What follows belongs to an exercise in optimizing a design on an open flow for small area, a short achievable clock period and few clock cycles per item; a production flow would make more cautious choices.
In this exercise RTL edits were held to simulation tests only and were not proved equivalent to the original.

### flow/run.sh
#!/bin/bash
# synth_recipe.tcl (not shown) runs the flow's synth.tcl, then flattens the netlist and writes it again
# the make line also repeats each setting of config.mk as NAME=value (left out here)
make -C /OpenROAD-flow-scripts/flow DESIGN_CONFIG=/design/flow/config.mk WORK_HOME=/design/flow/orfs CLKGATE_MAP_FILE= SYNTH_SCRIPT=/design/flow/synth_recipe.tcl finish
### flow/config.mk
export PLATFORM = sky130hd
export DESIGN_NAME = chiptune_sound_generator
export DESIGN_NICKNAME = chiptune_sound_generator
export VERILOG_FILES = /design/flow/design.v
export SDC_FILE = /design/flow/constraint.sdc
export NUM_CORES = 4
export LEC_CHECK = 0
export ABC_AREA = 1
export CAP_MARGIN = 20
export CORE_MARGIN = 2
export CORE_UTILIZATION = 40
export CTS_BUF_LIST = sky130_fd_sc_hd__clkbuf_8
export SETUP_SLACK_MARGIN = 5
export SLEW_MARGIN = 20
### flow/constraint.sdc
create_clock -name core_clock -period 10.0 [get_ports {clk}]
set_input_delay 2.0000 -clock core_clock [delete_from_list [all_inputs] [get_ports {clk}]]
set_output_delay 2.0000 -clock core_clock [all_outputs]
set_load 0.01 [all_outputs]
### flow/design.v
module csg_mix (
  input  logic        clk,
  input  logic        rst_n,
  input  logic        adv,
  input  logic        c_v,
  input  logic [4:0]  c_s,
  input  logic [9:0]  c_a,
  input  logic [3:0]  c_n,
  input  logic        c_sg,
  output logic        f_v,
  output logic signed [15:0] f_sum
);
  logic        p_sg;
  logic [9:0]  p_at;
  logic [24:0] p_g0, p_g1, p_g2, p_t, p_s1, p_c1, p_r0s, p_r0c, p_d;
  logic [10:0] p_dhi;
  logic [18:0] p_td;
  logic        p_cp, p_cm;
  always_comb begin
    p_sg = c_sg;
    p_at = p_sg ? ~c_a : c_a;
    case (p_at[2:0])
      3'd0: p_g0 = 25'h0;
      3'd1: p_g0 = 25'h12ba;
      3'd2: p_g0 = 25'h2573;
      3'd3: p_g0 = 25'h382d;
      3'd4: p_g0 = 25'h4ae7;
      3'd5: p_g0 = 25'h5da1;
      3'd6: p_g0 = 25'h705a;
      3'd7: p_g0 = 25'h8314;
      default: p_g0 = '0;
    endcase
    case (p_at[5:3])
      3'd0: p_g1 = 25'h0;
      3'd1: p_g1 = 25'h95ce;
      3'd2: p_g1 = 25'h12b9b;
      3'd3: p_g1 = 25'h1c169;
      3'd4: p_g1 = 25'h25736;
      3'd5: p_g1 = 25'h2ed04;
      3'd6: p_g1 = 25'h382d2;
      3'd7: p_g1 = 25'h4189f;
      default: p_g1 = '0;
    endcase
    case (p_at[8:6])
      3'd0: p_g2 = 25'h0;
      3'd1: p_g2 = 25'h4ae6d;
      3'd2: p_g2 = 25'h95cda;
      3'd3: p_g2 = 25'he0b46;
      3'd4: p_g2 = 25'h12b9b3;
      3'd5: p_g2 = 25'h176820;
      3'd6: p_g2 = 25'h1c168d;
      3'd7: p_g2 = 25'h20c4fa;
      default: p_g2 = '0;
    endcase
    case ({p_sg, c_n, c_a[9]})
      6'd0: p_t = 25'h1ed464d;
      6'd1: p_t = 25'h12b9b3;
      6'd2: p_t = 25'h1ee1d16;
      6'd3: p_t = 25'h13907c;
      6'd4: p_t = 25'h1eef3df;
      6'd5: p_t = 25'h146745;
      6'd6: p_t = 25'h1efcaa8;
      6'd7: p_t = 25'h153e0e;
      6'd8: p_t = 25'h1f0a171;
      6'd9: p_t = 25'h1614d7;
      6'd10: p_t = 25'h1f1783a;
      6'd11: p_t = 25'h16eba0;
      6'd12: p_t = 25'h1f24f03;
      6'd13: p_t = 25'h17c269;
      6'd14: p_t = 25'h1f325cc;
      6'd15: p_t = 25'h189932;
      6'd16: p_t = 25'h1f3fc95;
      6'd17: p_t = 25'h196ffb;
      6'd18: p_t = 25'h1f4d35e;
      6'd19: p_t = 25'h1a46c4;
      6'd20: p_t = 25'h1f5aa27;
      6'd21: p_t = 25'h1b1d8d;
      6'd22: p_t = 25'h1f680f0;
      6'd23: p_t = 25'h1bf456;
      6'd24: p_t = 25'h1f757b9;
      6'd25: p_t = 25'h1ccb1f;
      6'd26: p_t = 25'h1f82e82;
      6'd27: p_t = 25'h1da1e8;
      6'd28: p_t = 25'h1f9054b;
      6'd29: p_t = 25'h1e78b1;
      6'd30: p_t = 25'h1f9dc14;
      6'd31: p_t = 25'h1f4f7a;
      6'd32: p_t = 25'h1ed5907;
      6'd33: p_t = 25'h1ed5907;
      6'd34: p_t = 25'h1ec823e;
      6'd35: p_t = 25'h1ec823e;
      6'd36: p_t = 25'h1ebab75;
      6'd37: p_t = 25'h1ebab75;
      6'd38: p_t = 25'h1ead4ac;
      6'd39: p_t = 25'h1ead4ac;
      6'd40: p_t = 25'h1e9fde3;
      6'd41: p_t = 25'h1e9fde3;
      6'd42: p_t = 25'h1e9271a;
      6'd43: p_t = 25'h1e9271a;
      6'd44: p_t = 25'h1e85051;
      6'd45: p_t = 25'h1e85051;
      6'd46: p_t = 25'h1e77988;
      6'd47: p_t = 25'h1e77988;
      6'd48: p_t = 25'h1e6a2bf;
      6'd49: p_t = 25'h1e6a2bf;
      6'd50: p_t = 25'h1e5cbf6;
      6'd51: p_t = 25'h1e5cbf6;
      6'd52: p_t = 25'h1e4f52d;
      6'd53: p_t = 25'h1e4f52d;
      6'd54: p_t = 25'h1e41e64;
      6'd55: p_t = 25'h1e41e64;
      6'd56: p_t = 25'h1e3479b;
      6'd57: p_t = 25'h1e3479b;
      6'd58: p_t = 25'h1e270d2;
      6'd59: p_t = 25'h1e270d2;
      6'd60: p_t = 25'h1e19a09;
      6'd61: p_t = 25'h1e19a09;
      6'd62: p_t = 25'h1e0c340;
      6'd63: p_t = 25'h1e0c340;
      default: p_t = '0;
    endcase
    p_td = 19'({19'h52821, 19'h51ca9, 19'h51130, 19'h505b8, 19'h4fa3f, 19'h4eec7, 19'h4e34f, 19'h4d7d6, 19'h4cc5e, 19'h4c0e5, 19'h4b56d, 19'h4a9f5, 19'h49e7c, 19'h49304, 19'h4878c, 19'h47c13} >> (19 * c_n));
    p_s1  = p_g0 ^ p_g1 ^ p_g2;
    p_c1  = ((p_g0 & p_g1) | (p_g0 & p_g2) | (p_g1 & p_g2)) << 1;
    p_r0s = p_s1 ^ p_c1 ^ p_t;
    p_r0c = ((p_s1 & p_c1) | (p_s1 & p_t) | (p_c1 & p_t)) << 1;
    p_dhi = p_td[18:8] + {1'b0, c_a};
    p_d   = {3'd0, p_dhi, p_td[7:0], 3'd0};
    p_cp = 1'b0;
    p_cm = 1'b0;
    case ({c_a, c_n})
      14'd510: p_cp = 1'b1;
      14'd1325: p_cm = 1'b1;
      14'd1915: p_cp = 1'b1;
      14'd2107: p_cp = 1'b1;
      14'd2379: p_cp = 1'b1;
      14'd2714: p_cp = 1'b1;
      14'd2724: p_cp = 1'b1;
      14'd2779: p_cp = 1'b1;
      14'd2801: p_cp = 1'b1;
      14'd2992: p_cp = 1'b1;
      14'd3098: p_cp = 1'b1;
      14'd3590: p_cp = 1'b1;
      14'd3675: p_cp = 1'b1;
      14'd3747: p_cp = 1'b1;
      14'd3768: p_cm = 1'b1;
      14'd5642: p_cp = 1'b1;
      14'd5844: p_cp = 1'b1;
      14'd6849: p_cp = 1'b1;
      14'd6918: p_cm = 1'b1;
      14'd7222: p_cm = 1'b1;
      14'd7362: p_cm = 1'b1;
      14'd7417: p_cm = 1'b1;
      default: ;
    endcase
  end
  logic [24:0] r0_s, r0_c;
  logic r0_p, r0_n;
  logic [24:0] r1_s, r1_c;
  logic r1_p, r1_n;
  logic [24:0] r2_s, r2_c;
  logic r2_p, r2_n;
  logic [24:0] r3_s, r3_c;
  logic r3_p, r3_n;
  logic [24:0] r4_s, r4_c;
  logic r4_p, r4_n;
  logic [24:0] r5_s, r5_c;
  logic r5_p, r5_n;
  logic [24:0] r6_s, r6_c;
  logic r6_p, r6_n;
  logic [24:0] r7_s, r7_c;
  logic r7_p, r7_n;
  logic [24:0] r8_s, r8_c;
  logic r8_p, r8_n;
  logic [24:0] r9_s, r9_c;
  logic r9_p, r9_n;
  logic [24:0] r10_s, r10_c;
  logic r10_p, r10_n;
  logic [24:0] r11_s, r11_c;
  logic r11_p, r11_n;
  logic [24:0] r12_s, r12_c;
  logic r12_p, r12_n;
  csg_div #(.WT(25), .L(22), .T(2)) u_srt0 (.s_in(p_r0s), .c_in(p_r0c), .d_in(p_d),
    .s_out(r0_s), .c_out(r0_c), .qp(r0_p), .qn(r0_n));
  logic b0_v, b0_sg, b0_cp, b0_cm;
  logic [4:0] b0_sq;
  logic [24:0] b0_s, b0_c, b0_d;
  logic signed [1:0] b0_q;
  always_ff @(posedge clk) begin
    if (!rst_n) b0_v <= 1'b0;
    else if (adv) b0_v <= c_v;
  end
  always_ff @(posedge clk) begin
    if (adv) begin
      b0_s[24:2] <= r0_s[24:2];
      b0_c[24:2] <= r0_c[24:2];
      b0_d[21:3] <= p_d[21:3];
      b0_sg <= p_sg;
      b0_sq <= c_s;
      b0_cp <= p_cp;
      b0_cm <= p_cm;
      b0_q <= $signed({1'b0, {r0_p}}) - $signed({1'b0, {r0_n}});
    end
  end
  assign b0_s[1:0] = '0;
  assign b0_c[1:0] = '0;
  assign b0_d[24:22] = '0;
  assign b0_d[2:0] = '0;
  csg_div #(.WT(25), .L(22), .T(3)) u_srt1 (.s_in(b0_s), .c_in(b0_c), .d_in(b0_d),
    .s_out(r1_s), .c_out(r1_c), .qp(r1_p), .qn(r1_n));
  csg_div #(.WT(25), .L(22), .T(4)) u_srt2 (.s_in(r1_s), .c_in(r1_c), .d_in(b0_d),
    .s_out(r2_s), .c_out(r2_c), .qp(r2_p), .qn(r2_n));
  logic b1_v, b1_sg, b1_cp, b1_cm;
  logic [4:0] b1_sq;
  logic [24:0] b1_s, b1_c, b1_d;
  logic signed [3:0] b1_q;
  always_ff @(posedge clk) begin
    if (!rst_n) b1_v <= 1'b0;
    else if (adv) b1_v <= b0_v;
  end
  always_ff @(posedge clk) begin
    if (adv) begin
      b1_s[24:4] <= r2_s[24:4];
      b1_c[24:4] <= r2_c[24:4];
      b1_d[21:5] <= b0_d[21:5];
      b1_sg <= b0_sg;
      b1_sq <= b0_sq;
      b1_cp <= b0_cp;
      b1_cm <= b0_cm;
      b1_q <= $signed({b0_q, {r1_p, r2_p}}) - $signed({1'b0, {r1_n, r2_n}});
    end
  end
  assign b1_s[3:0] = '0;
  assign b1_c[3:0] = '0;
  assign b1_d[24:22] = '0;
  assign b1_d[4:0] = '0;
  csg_div #(.WT(25), .L(22), .T(5)) u_srt3 (.s_in(b1_s), .c_in(b1_c), .d_in(b1_d),
    .s_out(r3_s), .c_out(r3_c), .qp(r3_p), .qn(r3_n));
  csg_div #(.WT(25), .L(22), .T(6)) u_srt4 (.s_in(r3_s), .c_in(r3_c), .d_in(b1_d),
    .s_out(r4_s), .c_out(r4_c), .qp(r4_p), .qn(r4_n));
  logic b2_v, b2_sg, b2_cp, b2_cm;
  logic [4:0] b2_sq;
  logic [24:0] b2_s, b2_c, b2_d;
  logic signed [5:0] b2_q;
  always_ff @(posedge clk) begin
    if (!rst_n) b2_v <= 1'b0;
    else if (adv) b2_v <= b1_v;
  end
  always_ff @(posedge clk) begin
    if (adv) begin
      b2_s[24:6] <= r4_s[24:6];
      b2_c[24:6] <= r4_c[24:6];
      b2_d[21:7] <= b1_d[21:7];
      b2_sg <= b1_sg;
      b2_sq <= b1_sq;
      b2_cp <= b1_cp;
      b2_cm <= b1_cm;
      b2_q <= $signed({b1_q, {r3_p, r4_p}}) - $signed({1'b0, {r3_n, r4_n}});
    end
  end
  assign b2_s[5:0] = '0;
  assign b2_c[5:0] = '0;
  assign b2_d[24:22] = '0;
  assign b2_d[6:0] = '0;
  csg_div #(.WT(25), .L(22), .T(7)) u_srt5 (.s_in(b2_s), .c_in(b2_c), .d_in(b2_d),
    .s_out(r5_s), .c_out(r5_c), .qp(r5_p), .qn(r5_n));
  csg_div #(.WT(25), .L(22), .T(8)) u_srt6 (.s_in(r5_s), .c_in(r5_c), .d_in(b2_d),
    .s_out(r6_s), .c_out(r6_c), .qp(r6_p), .qn(r6_n));
  logic b3_v, b3_sg, b3_cp, b3_cm;
  logic [4:0] b3_sq;
  logic [24:0] b3_s, b3_c, b3_d;
  logic signed [7:0] b3_q;
  always_ff @(posedge clk) begin
    if (!rst_n) b3_v <= 1'b0;
    else if (adv) b3_v <= b2_v;
  end
  always_ff @(posedge clk) begin
    if (adv) begin
      b3_s[24:8] <= r6_s[24:8];
      b3_c[24:8] <= r6_c[24:8];
      b3_d[21:9] <= b2_d[21:9];
      b3_sg <= b2_sg;
      b3_sq <= b2_sq;
      b3_cp <= b2_cp;
      b3_cm <= b2_cm;
      b3_q <= $signed({b2_q, {r5_p, r6_p}}) - $signed({1'b0, {r5_n, r6_n}});
    end
  end
  assign b3_s[7:0] = '0;
  assign b3_c[7:0] = '0;
  assign b3_d[24:22] = '0;
  assign b3_d[8:0] = '0;
  csg_div #(.WT(25), .L(22), .T(9)) u_srt7 (.s_in(b3_s), .c_in(b3_c), .d_in(b3_d),
    .s_out(r7_s), .c_out(r7_c), .qp(r7_p), .qn(r7_n));
  csg_div #(.WT(25), .L(22), .T(10)) u_srt8 (.s_in(r7_s), .c_in(r7_c), .d_in(b3_d),
    .s_out(r8_s), .c_out(r8_c), .qp(r8_p), .qn(r8_n));
  logic b4_v, b4_sg, b4_cp, b4_cm;
  logic [4:0] b4_sq;
  logic [24:0] b4_s, b4_c, b4_d;
  logic signed [9:0] b4_q;
  always_ff @(posedge clk) begin
    if (!rst_n) b4_v <= 1'b0;
    else if (adv) b4_v <= b3_v;
  end
  always_ff @(posedge clk) begin
    if (adv) begin
      b4_s[24:10] <= r8_s[24:10];
      b4_c[24:10] <= r8_c[24:10];
      b4_d[21:11] <= b3_d[21:11];
      b4_sg <= b3_sg;
      b4_sq <= b3_sq;
      b4_cp <= b3_cp;
      b4_cm <= b3_cm;
      b4_q <= $signed({b3_q, {r7_p, r8_p}}) - $signed({1'b0, {r7_n, r8_n}});
    end
  end
  assign b4_s[9:0] = '0;
  assign b4_c[9:0] = '0;
  assign b4_d[24:22] = '0;
  assign b4_d[10:0] = '0;
  csg_div #(.WT(25), .L(22), .T(11)) u_srt9 (.s_in(b4_s), .c_in(b4_c), .d_in(b4_d),
    .s_out(r9_s), .c_out(r9_c), .qp(r9_p), .qn(r9_n));
  csg_div #(.WT(25), .L(22), .T(12)) u_srt10 (.s_in(r9_s), .c_in(r9_c), .d_in(b4_d),
    .s_out(r10_s), .c_out(r10_c), .qp(r10_p), .qn(r10_n));
  logic b5_v, b5_sg, b5_cp, b5_cm;
  logic [4:0] b5_sq;
  logic [24:0] b5_s, b5_c, b5_d;
  logic signed [11:0] b5_q;
  always_ff @(posedge clk) begin
    if (!rst_n) b5_v <= 1'b0;
    else if (adv) b5_v <= b4_v;
  end
  always_ff @(posedge clk) begin
    if (adv) begin
      b5_s[24:12] <= r10_s[24:12];
      b5_c[24:12] <= r10_c[24:12];
      b5_d[21:13] <= b4_d[21:13];
      b5_sg <= b4_sg;
      b5_sq <= b4_sq;
      b5_cp <= b4_cp;
      b5_cm <= b4_cm;
      b5_q <= $signed({b4_q, {r9_p, r10_p}}) - $signed({1'b0, {r9_n, r10_n}});
    end
  end
  assign b5_s[11:0] = '0;
  assign b5_c[11:0] = '0;
  assign b5_d[24:22] = '0;
  assign b5_d[12:0] = '0;
  csg_div #(.WT(25), .L(22), .T(13)) u_srt11 (.s_in(b5_s), .c_in(b5_c), .d_in(b5_d),
    .s_out(r11_s), .c_out(r11_c), .qp(r11_p), .qn(r11_n));
  csg_div #(.WT(25), .L(22), .T(14)) u_srt12 (.s_in(r11_s), .c_in(r11_c), .d_in(b5_d),
    .s_out(r12_s), .c_out(r12_c), .qp(r12_p), .qn(r12_n));
  logic b6_v, b6_sg, b6_cp, b6_cm;
  logic [4:0] b6_sq;
  logic [24:0] b6_s, b6_c, b6_d;
  logic signed [13:0] b6_q;
  always_ff @(posedge clk) begin
    if (!rst_n) b6_v <= 1'b0;
    else if (adv) b6_v <= b5_v;
  end
  always_ff @(posedge clk) begin
    if (adv) begin
      b6_s[24:14] <= r12_s[24:14];
      b6_c[24:14] <= r12_c[24:14];
      b6_sg <= b5_sg;
      b6_sq <= b5_sq;
      b6_cp <= b5_cp;
      b6_cm <= b5_cm;
      b6_q <= $signed({b5_q, {r11_p, r12_p}}) - $signed({1'b0, {r11_n, r12_n}});
    end
  end
  assign b6_s[13:0] = '0;
  assign b6_c[13:0] = '0;
  assign b6_d = '0;
  logic [24:0] f_rem;
  logic        f_neg;
  logic [15:0] f_x, f_ka, f_kb, f_a, f_b, f_p;
  logic [11:0] f_psq;
  always_comb begin
    f_rem = b6_s + b6_c;
    f_neg = f_rem[24];
    f_x   = 16'(b6_sg ? ~b6_q : b6_q);
    case ({b6_sg, b6_cp, b6_cm})
      3'b010:  begin f_ka = 16'd1; f_kb = 16'd0; end
      3'b001:  begin f_ka = 16'hffff; f_kb = 16'hfffe; end
      3'b110:  begin f_ka = 16'd0; f_kb = 16'd1; end
      3'b101:  begin f_ka = 16'd2; f_kb = 16'd3; end
      3'b100:  begin f_ka = 16'd1; f_kb = 16'd2; end
      default: begin f_ka = 16'd0; f_kb = 16'hffff; end
    endcase
    f_p   = {4'b0, f_psq} + f_x;
    f_a   = f_p + f_ka;
    f_b   = f_p + f_kb;
    f_sum = f_neg ? f_b : f_a;
  end
  localparam logic [383:0] PSQ = {12'd0, 12'd3101, 12'd3025, 12'd2947, 12'd2868, 12'd2788, 12'd2706, 12'd2622, 12'd2537, 12'd2450, 12'd2362, 12'd2272, 12'd2179, 12'd2086, 12'd1990, 12'd1892, 12'd1792, 12'd1690, 12'd1586, 12'd1480, 12'd1371, 12'd1260, 12'd1146, 12'd1030, 12'd912, 12'd790, 12'd666, 12'd539, 12'd409, 12'd276, 12'd139, 12'd0};
  assign f_psq = PSQ[12*b6_sq +: 12];
  assign f_v = b6_v;
endmodule
module csg_div #(
  parameter integer WT = 25,
  parameter integer L  = 22,
  parameter integer T  = 1
) (
  input  logic [WT-1:0] s_in,
  input  logic [WT-1:0] c_in,
  input  logic [WT-1:0] d_in,
  output logic [WT-1:0] s_out,
  output logic [WT-1:0] c_out,
  output logic          qp,
  output logic          qn
);
  localparam logic [WT-1:0] MASK = {WT{1'b1}} << T;
  logic [WT-1:0] s2, c2, dj, y, mj;
  logic [WT-L:0] ea, eb, est;
  logic          neg, zer;
  always_comb begin
    s2  = {s_in[WT-2:0], 1'b0} & MASK;
    c2  = {c_in[WT-2:0], 1'b0} & MASK;
    dj  = d_in & MASK;
    ea  = s2[WT-1:L-1];
    eb  = c2[WT-1:L-1];
    est = ea + eb;
    neg = est[WT-L];
    zer = &(ea ^ eb);            
    qp  = !neg;
    qn  = neg && !zer;
    y   = {WT{!zer}} & (neg ? dj : (~dj & MASK));
    mj  = (s2 & c2) | (s2 & y) | (c2 & y);
    s_out = s2 ^ c2 ^ y;
    c_out = {mj[WT-2:0], 1'b0} | (WT'(qp) << T);
  end
endmodule
module chiptune_sound_generator (
  input  logic        clk,
  input  logic        rst_n,
  input  logic        in_valid,
  output logic        in_stall,
  input  logic [1:0]  in_kind,
  input  logic [1:0]  in_voice,
  input  logic [23:0] in_phase_step,
  input  logic [3:0]  in_noise_rate,
  output logic        out_valid,
  input  logic        out_stall,
  output logic signed [15:0] out_sample,
  input  logic        psel,
  input  logic        penable,
  input  logic        pwrite,
  input  logic [4:0]  paddr,
  input  logic [31:0] pwdata,
  output logic [31:0] prdata,
  output logic        pready
);
  localparam logic [31:0] DUTY_ROWS = {8'b1111_1001, 8'b0001_1110,
                                       8'b0000_0110, 8'b0000_0010};
  localparam logic [191:0] NOISE_PERIODS = {
    12'd4068, 12'd2034, 12'd1016, 12'd762, 12'd508, 12'd380, 12'd254, 12'd202,
    12'd160, 12'd128, 12'd96, 12'd64, 12'd32, 12'd16, 12'd8, 12'd4};
  function automatic logic [8:0] env_step(input logic [8:0] e, input logic [3:0] period);
    logic [8:0] r;
    r = e;
    if (e[0]) begin
      r = {4'd15, period, 1'b0};
    end else if (e[8:5] != 4'd0) begin
      if (e[4:1] <= 4'd1) begin
        r[4:1] = period;
        r[8:5] = e[8:5] - 4'd1;
      end else begin
        r[4:1] = e[4:1] - 4'd1;
      end
    end
    env_step = r;
  endfunction
  logic [1:0] duty_a_r, duty_b_r;
  logic [3:0] env_per0_r, env_per1_r, env_per2_r;
  logic [23:0] sq_phase0_r, sq_phase1_r, sq_step0_r, sq_step1_r;
  logic [23:0] tri_phase_r, tri_step_r;
  logic        tri_on_r;
  logic [8:0]  env0_r, env1_r, env2_r;
  logic [14:0] nz_shift_r;
  logic [3:0]  nz_rate_r;
  logic [11:0] nz_count_r;
  logic        out_valid_r;
  logic signed [15:0] out_sample_r;
  logic [3:0]  prdata_r;
  logic in_acc, cfg_wr, adv, cap;
  assign in_stall = in_stall_r;
  assign in_acc   = in_valid && !in_stall_r;
  assign cap      = in_acc && (in_kind == 2'd0);
  assign pready   = 1'b1;
  assign cfg_wr   = psel && penable && pwrite;
  assign out_valid  = out_valid_r;
  assign out_sample = out_sample_r;
  assign adv      = !(out_valid_r && out_stall);
  always_ff @(posedge clk) begin
    if (!rst_n) begin
      duty_a_r   <= 2'd1;
      duty_b_r   <= 2'd2;
      env_per0_r <= 4'd12;
      env_per1_r <= 4'd9;
      env_per2_r <= 4'd2;
    end else if (cfg_wr) begin
      case (paddr[4:2])
        3'd0: duty_a_r   <= pwdata[1:0];
        3'd1: duty_b_r   <= pwdata[1:0];
        3'd2: env_per0_r <= pwdata[3:0];
        3'd3: env_per1_r <= pwdata[3:0];
        3'd4: env_per2_r <= pwdata[3:0];
        default: ;
      endcase
    end
  end
  always_ff @(posedge clk) begin
    case (paddr[4:2])
      3'd0: prdata_r <= {2'd0, duty_a_r};
      3'd1: prdata_r <= {2'd0, duty_b_r};
      3'd2: prdata_r <= env_per0_r;
      3'd3: prdata_r <= env_per1_r;
      3'd4: prdata_r <= env_per2_r;
      default: prdata_r <= 4'd0;
    endcase
  end
  assign prdata = {28'd0, prdata_r};
  logic [3:0]  lvl_a, lvl_b, lvl_n;
  logic [9:0]  tri_a;
  logic [12:0] nz_c;
  logic        nz_clk;
  logic [14:0] nz_shift_nxt;
  logic [4:0]  s_new;
  always_comb begin
    lvl_a = DUTY_ROWS[{duty_a_r, sq_phase0_r[23:21]}] ? env0_r[8:5] : 4'd0;
    lvl_b = DUTY_ROWS[{duty_b_r, sq_phase1_r[23:21]}] ? env1_r[8:5] : 4'd0;
    s_new = 5'(lvl_a) + 5'(lvl_b);
    if (!tri_on_r)            tri_a = 10'd256;
    else if (tri_phase_r[23]) tri_a = {1'b0, tri_phase_r[22:14]};
    else tri_a = 10'd512 - (10'(tri_phase_r[22:14]) + 10'(|tri_phase_r[13:0]));
    nz_c   = {1'b0, nz_count_r} + 13'd1;
    nz_clk = nz_c >= {1'b0, NOISE_PERIODS[12*nz_rate_r +: 12]};
    nz_shift_nxt = nz_clk ? {nz_shift_r[0] ^ nz_shift_r[1], nz_shift_r[14:1]} : nz_shift_r;
    lvl_n  = nz_shift_nxt[0] ? env2_r[8:5] : 4'd0;
  end
  always_ff @(posedge clk) begin
    if (!rst_n) begin
      sq_phase0_r <= '0;
      sq_phase1_r <= '0;
      sq_step0_r  <= '0;
      sq_step1_r  <= '0;
      tri_phase_r <= '0;
      tri_step_r  <= '0;
      tri_on_r    <= 1'b1;
      env0_r      <= 9'd1;
      env1_r      <= 9'd1;
      env2_r      <= 9'd1;
      nz_shift_r  <= '0;
      nz_rate_r   <= '0;
      nz_count_r  <= '0;
    end else if (in_acc) begin
      case (in_kind)
        2'd0: begin
          sq_phase0_r <= sq_phase0_r + sq_step0_r;
          sq_phase1_r <= sq_phase1_r + sq_step1_r;
          if (tri_on_r) tri_phase_r <= tri_phase_r + tri_step_r;
          nz_shift_r <= nz_shift_nxt;
          nz_count_r <= nz_clk ? 12'd0 : nz_c[11:0];
        end
        2'd1: begin
          env0_r <= env_step(env0_r, env_per0_r);
          env1_r <= env_step(env1_r, env_per1_r);
          env2_r <= env_step(env2_r, env_per2_r);
        end
        2'd2: begin
          case (in_voice)
            2'd0: begin
              sq_step0_r  <= in_phase_step;
              sq_phase0_r <= '0;
              env0_r[0]   <= 1'b1;
            end
            2'd1: begin
              sq_step1_r  <= in_phase_step;
              sq_phase1_r <= '0;
              env1_r[0]   <= 1'b1;
            end
            2'd2: begin
              tri_on_r    <= 1'b1;
              tri_step_r  <= in_phase_step;
              tri_phase_r <= '0;
            end
            default: begin
              nz_shift_r <= 15'd1;
              nz_rate_r  <= in_noise_rate;
              env2_r[0]  <= 1'b1;
            end
          endcase
        end
        default: begin
          case (in_voice)
            2'd0: env0_r[8:5] <= 4'd0;
            2'd1: env1_r[8:5] <= 4'd0;
            2'd2: tri_on_r <= 1'b0;
            default: env2_r[8:5] <= 4'd0;
          endcase
        end
      endcase
    end
  end
  logic       c_v, k_v, in_stall_r;
  logic [4:0] c_s, k_s;
  logic [9:0] c_a, k_a;
  logic [3:0] c_n, k_n;
  logic       c_sg, k_sg;
  logic [10:0] sg_sum;
  logic       sg_new;
  always_comb begin
    case (env2_r[8:5])
      4'd0: sg_sum = {1'b0, tri_a} + 11'h700;
      4'd1: sg_sum = {1'b0, tri_a} + 11'h70b;
      4'd2: sg_sum = {1'b0, tri_a} + 11'h716;
      4'd3: sg_sum = {1'b0, tri_a} + 11'h722;
      4'd4: sg_sum = {1'b0, tri_a} + 11'h72d;
      4'd5: sg_sum = {1'b0, tri_a} + 11'h739;
      4'd6: sg_sum = {1'b0, tri_a} + 11'h744;
      4'd7: sg_sum = {1'b0, tri_a} + 11'h750;
      4'd8: sg_sum = {1'b0, tri_a} + 11'h75b;
      4'd9: sg_sum = {1'b0, tri_a} + 11'h767;
      4'd10: sg_sum = {1'b0, tri_a} + 11'h772;
      4'd11: sg_sum = {1'b0, tri_a} + 11'h77e;
      4'd12: sg_sum = {1'b0, tri_a} + 11'h789;
      4'd13: sg_sum = {1'b0, tri_a} + 11'h795;
      4'd14: sg_sum = {1'b0, tri_a} + 11'h7a0;
      4'd15: sg_sum = {1'b0, tri_a} + 11'h7ac;
      default: sg_sum = '0;
    endcase
    sg_new = nz_shift_nxt[0] ? sg_sum[10] : (tri_a[9:8] == 2'd0);
  end
  always_ff @(posedge clk) begin
    if (!rst_n) begin
      c_v <= 1'b0;
      k_v <= 1'b0;
      in_stall_r <= 1'b0;
    end else begin
      in_stall_r <= !adv;
      if (adv) begin
        c_v <= k_v || cap;
        k_v <= 1'b0;
      end else if (cap) begin
        k_v <= 1'b1;
      end
    end
  end
  always_ff @(posedge clk) begin
    if (adv) begin
      c_s  <= k_v ? k_s  : s_new;
      c_a  <= k_v ? k_a  : tri_a;
      c_n  <= k_v ? k_n  : lvl_n;
      c_sg <= k_v ? k_sg : sg_new;
    end
    if (!adv && cap) begin
      k_s  <= s_new;
      k_a  <= tri_a;
      k_n  <= lvl_n;
      k_sg <= sg_new;
    end
  end
  logic        f_v;
  logic signed [15:0] f_sum;
  csg_mix u_mix (.clk(clk), .rst_n(rst_n), .adv(adv), .c_v(c_v), .c_s(c_s), .c_a(c_a),
                 .c_n(c_n), .c_sg(c_sg), .f_v(f_v), .f_sum(f_sum));
  always_ff @(posedge clk) begin
    if (!rst_n)   out_valid_r <= 1'b0;
    else if (adv) out_valid_r <= f_v;
  end
  always_ff @(posedge clk) begin
    if (adv) out_sample_r <= f_sum;
  end
endmodule
==> metrics.csv <==
metric,value,unit
layout-area-overhead-vs-synth,11.3,%
synth-edff-count,478,
coreArea,0.111,mm2
crit_top_cell,inv_1,
route.detailed.wl_per_inst,15.5,um
fin_worst_hold_slack,0.414,ns
unrepaired_setup_endpoints_after_global_routing,true,
final_layout_size_suffix_gt1_share,6.45,%
reg2reg_depth,23,
die_width,339,um
design_area,0.0500,mm2
run_status,no timing/DRC/antenna violations,
routabilityCongestion,0.895,
dp.final_hpwl,76100,um
critPathKind,flop to flop,
fin_crit_sh,47.0,%
total_gr_overflow,0,
post-synth-top-count-cell,nand2_1,
synth-async-reset-ratio,0,%
cts_tree,done,
num_vias,33500,
cts_hold_buf,0,
cts-root-buf,clkbuf_8,
antenna_violations_before_repair,3,
placement.io_buffers,67,
die-height,339,um
detailedRoute.firstIterationViolations,2274,
regToRegStartpoint,c_sg,
worst_ep_required,10.53,ns
placed_inst_area,0.0469,mm2
routed_wl,103000,um
num_rows,122,
first_global_vias,32300,
final.min_clock_period,4.70,ns
final_hold_viol_count,0,
critical_path.startpoint_type,flop,
layout.nets,5677,
floorplan.io_pins,127,
first_pass_iters,7,
endpoint_kind,flop,
fmax,213,MHz
htree_num_levels,4,
cts-root-to-sink-buffers,3,
hold_class,flop to flop,
min_delay_path_depth,0,
ff2ff_setup_slack,5.30,ns
slowest_delay,0.50,ns
yosys_warnings,41,
max_slew_violation_count,0,
grt_first_pass_wirelength,167000,um
max_cap_violations,0,
netlist_top_cells_area,"edfxtp_1 (32%), dfxtp_1 (11%), fa_1 (11%), nand2_1 (8.1%), ha_1 (7.5%)",
fillCellCount,10700,
netlist-cell-type-count,60,
synth.avg_cell_area,9.02,um2
r2r_end,u_mix.b0_s[8],
postSynthRegisterBits,734,
worst-slew-pin-transition,1.02,ns
timing.hold.worst_endpoint,u_mix.b6_sq[3],
start_util,40.5,%
worst_path_max_delay_cell,edfxtp_1,
ys_seq_area_share,43.4,%
setup_violations,0,
drt.antenna.violating_nets,0,
critical_path.cell_chain,buf_4 -> xnor2_2 -> inv_1 -> ha_1 -> nand2_1 -> o21ai_0 -> ha_1 -> inv_1 -> fa_1 -> inv_1 -> ha_1 -> nand2_1 -> nand2_1 -> a21oi_1 -> inv_1 -> or2_2 -> nand2_2 -> inv_1 -> nor2_4 -> clkinvlp_4 -> buf_4 -> o21ai_0 -> fa_1,
biggest_fanout_along_the_worst_timing_path,8,
holdCritStartpoint,u_mix.b5_sq[3],
yosys-top-cells-count,"nand2_1 (965), inv_1 (625), a21oi_1 (492)",
maximum_number_of_pins_on_one_net_before_global_route_repair,165,
total_grt_usage,17.7,%
cp.arrival,5.23,ns
clock_sinks,734,
fin_worst_skew,0.0333,ns
clk_pin_slew_worst_paths,0.06,ns
floorplan.die_area,0.115,mm2
number_of_buffers_inserted_during_clock_tree_synthesis,132,
clock_latency,0.82,ns
syn-instance-count,4981,
yosys_top_cell_area_share,31.9,%
timing.max_slew.rel_slack,31.7,%
tns,0,ns
mappedNetlistArea,0.0449,mm2
post_drt_via_cell_ratio,5.01,
yosys.area.top_type,edfxtp_1,
remaining_drc_errors,0,
ys.flop_type,edfxtp_1,
==> layer usage <==
layer | up-vias | wire length, um | GRT usage [%]
met4 | 0 | 2620 | 6.16
met3 | 181 | 4610 | 2.59
met1 | 15700 | 47900 | 24.0
met5 | - | 0 | 0
met2 | 712 | 48400 | 28.9
li1 | 16900 | - | -
==> timing repair <==
action | in CTS | in global routing
pin swaps | 1 | 8
resized for setup | 19 | 38
gates cloned | 1 | 3
setup endpoints to repair | 105 | 120
buffers inserted | 7 | 24
==> how the worst max path moves through the flow <==
stage	start	endpoint	slack, ns	depth (start not counted)
after floorplan	out_stall	u_mix.p_t[11]	5.01	13
after global placement	tri_phase_r[1]	u_mix.p_t[10]	4.19	27
after detailed placement	c_sg	u_mix.b0_s[8]	4.11	21
after CTS	u_mix.b3_c[21]	u_mix.b4_q[8]	5.00	19
after global routing	u_mix.b6_sq[1]	out_sample_r[15]	4.89	25
final	c_sg	u_mix.b0_s[8]	5.30	23
==> flip-flops by register name (all words and copies together), names as in the netlist, 15 cells and up <==
| signal | count |
|---|---|
| u_mix.b1_d | 17 |
| nz_shift_r | 15 |
| u_mix.b2_c | 18 |
| u_mix.b0_s | 22 |
| sq_phase0_r | 24 |
| tri_step_r | 24 |
| u_mix.b2_s | 18 |
| u_mix.b0_d | 19 |
| u_mix.b0_c | 22 |
| tri_phase_r | 24 |
| out_sample_r | 16 |
| u_mix.b2_d | 15 |
| sq_phase1_r | 24 |
| u_mix.p_t | 22 |
| sq_step0_r | 24 |
| u_mix.b3_c | 16 |
| u_mix.b1_s | 20 |
| u_mix.b1_c | 20 |
| u_mix.b3_s | 16 |
| sq_step1_r | 24 |
==> cells by family (layout without fill, tap and decap cells) <==
kind of cell / Yosys count / in the layout / share of synthesized area (%)
simple gates: 1752 / 1755 / 16.4
other cells: 2 / 33 / 0.0167
xor+xnor: 126 / 126 / 2.49
mux: 5 / 5 / 0.120
compound gates: 1044 / 1044 / 12.4
buf+inv: 811 / 994 / 7.14
flops: 734 / 734 / 43.4
fa+ha+maj: 507 / 507 / 18.1
==> critical path: cells and delay by family, from the launching register on <==
kind            cells  cell delay, ns
compound gates      3            0.45
xor+xnor            1            0.31
fa+ha+maj           5            1.32
buf+inv             8            0.94
flops               1            0.50
simple gates        6            0.92
==> through the flow <==
step	utilization, %	setup WS (ns)	cells
6_report	45.0	5.30	6686
3_5_place_dp	42.3	4.11	6413
5_1_grt	45.0	4.89	6686
2_1_floorplan	-	5.01	5008
4_1_cts	44.7	5.00	6655
3_3_place_gp	42.3	4.19	6413
==> layout make-up <==
class	instances	area, um2	area share, %
Antenna cell	4	10.0	0.0200
Inverter	639	2410	4.83
Sequential cell	734	19500	39.0
Timing Repair inverter	1	5.00	0.0100
Tap cell	1488	1860	3.72
Timing Repair Buffer	120	1090	2.18
Clock inverter	90	578	1.16
Clock buffer	144	1980	3.96
Multi-Input combinational cell	3466	22600	45.2
==> cells in the final DEF, fill, tap and decap left out, types with 66 or more instances in the layout <==
cell / Yosys / routed
a21oi_1: 492 / 491
clkbuf_8: 0 / 144
clkdlybuf4s50_1: 0 / 66
dfxtp_1: 256 / 256
edfxtp_1: 478 / 478
fa_1: 238 / 238
ha_1: 269 / 268
inv_1: 625 / 657
nand2_1: 965 / 951
nand3_1: 315 / 311
nor2_1: 300 / 294
o21ai_0: 420 / 412
xor2_1: 82 / 82
Testbench counts, summed over its fixed seeds: cycles 9,670, items 7,530.

## static timing again, ports no longer ideal
The results above use ideal ports. As a check the final layout listed here was re-extracted and re-timed, cells and wires unchanged. Step 1 sets driving cells, clkbuf_16 on the clock port and buf_2 on the other inputs (assumed; they add their load-dependent delay and slew). Step 2 also shifts input and output timing later by t, the mid clock arrival at the registers, as if the neighbouring blocks saw the same clock. Slacks: no drivers / after step 1 / after step 2; pairs: no drivers / after step 1.
shift t [ns]: 0.866
slack for setup (ns): 5.297 / 5.297 / 4.691
cell pins on the clock port's net: 1
After both steps this run still meets setup and hold. The setup slack of this run moves by 0.000 ns with the drivers and by -0.606 ns with both steps.
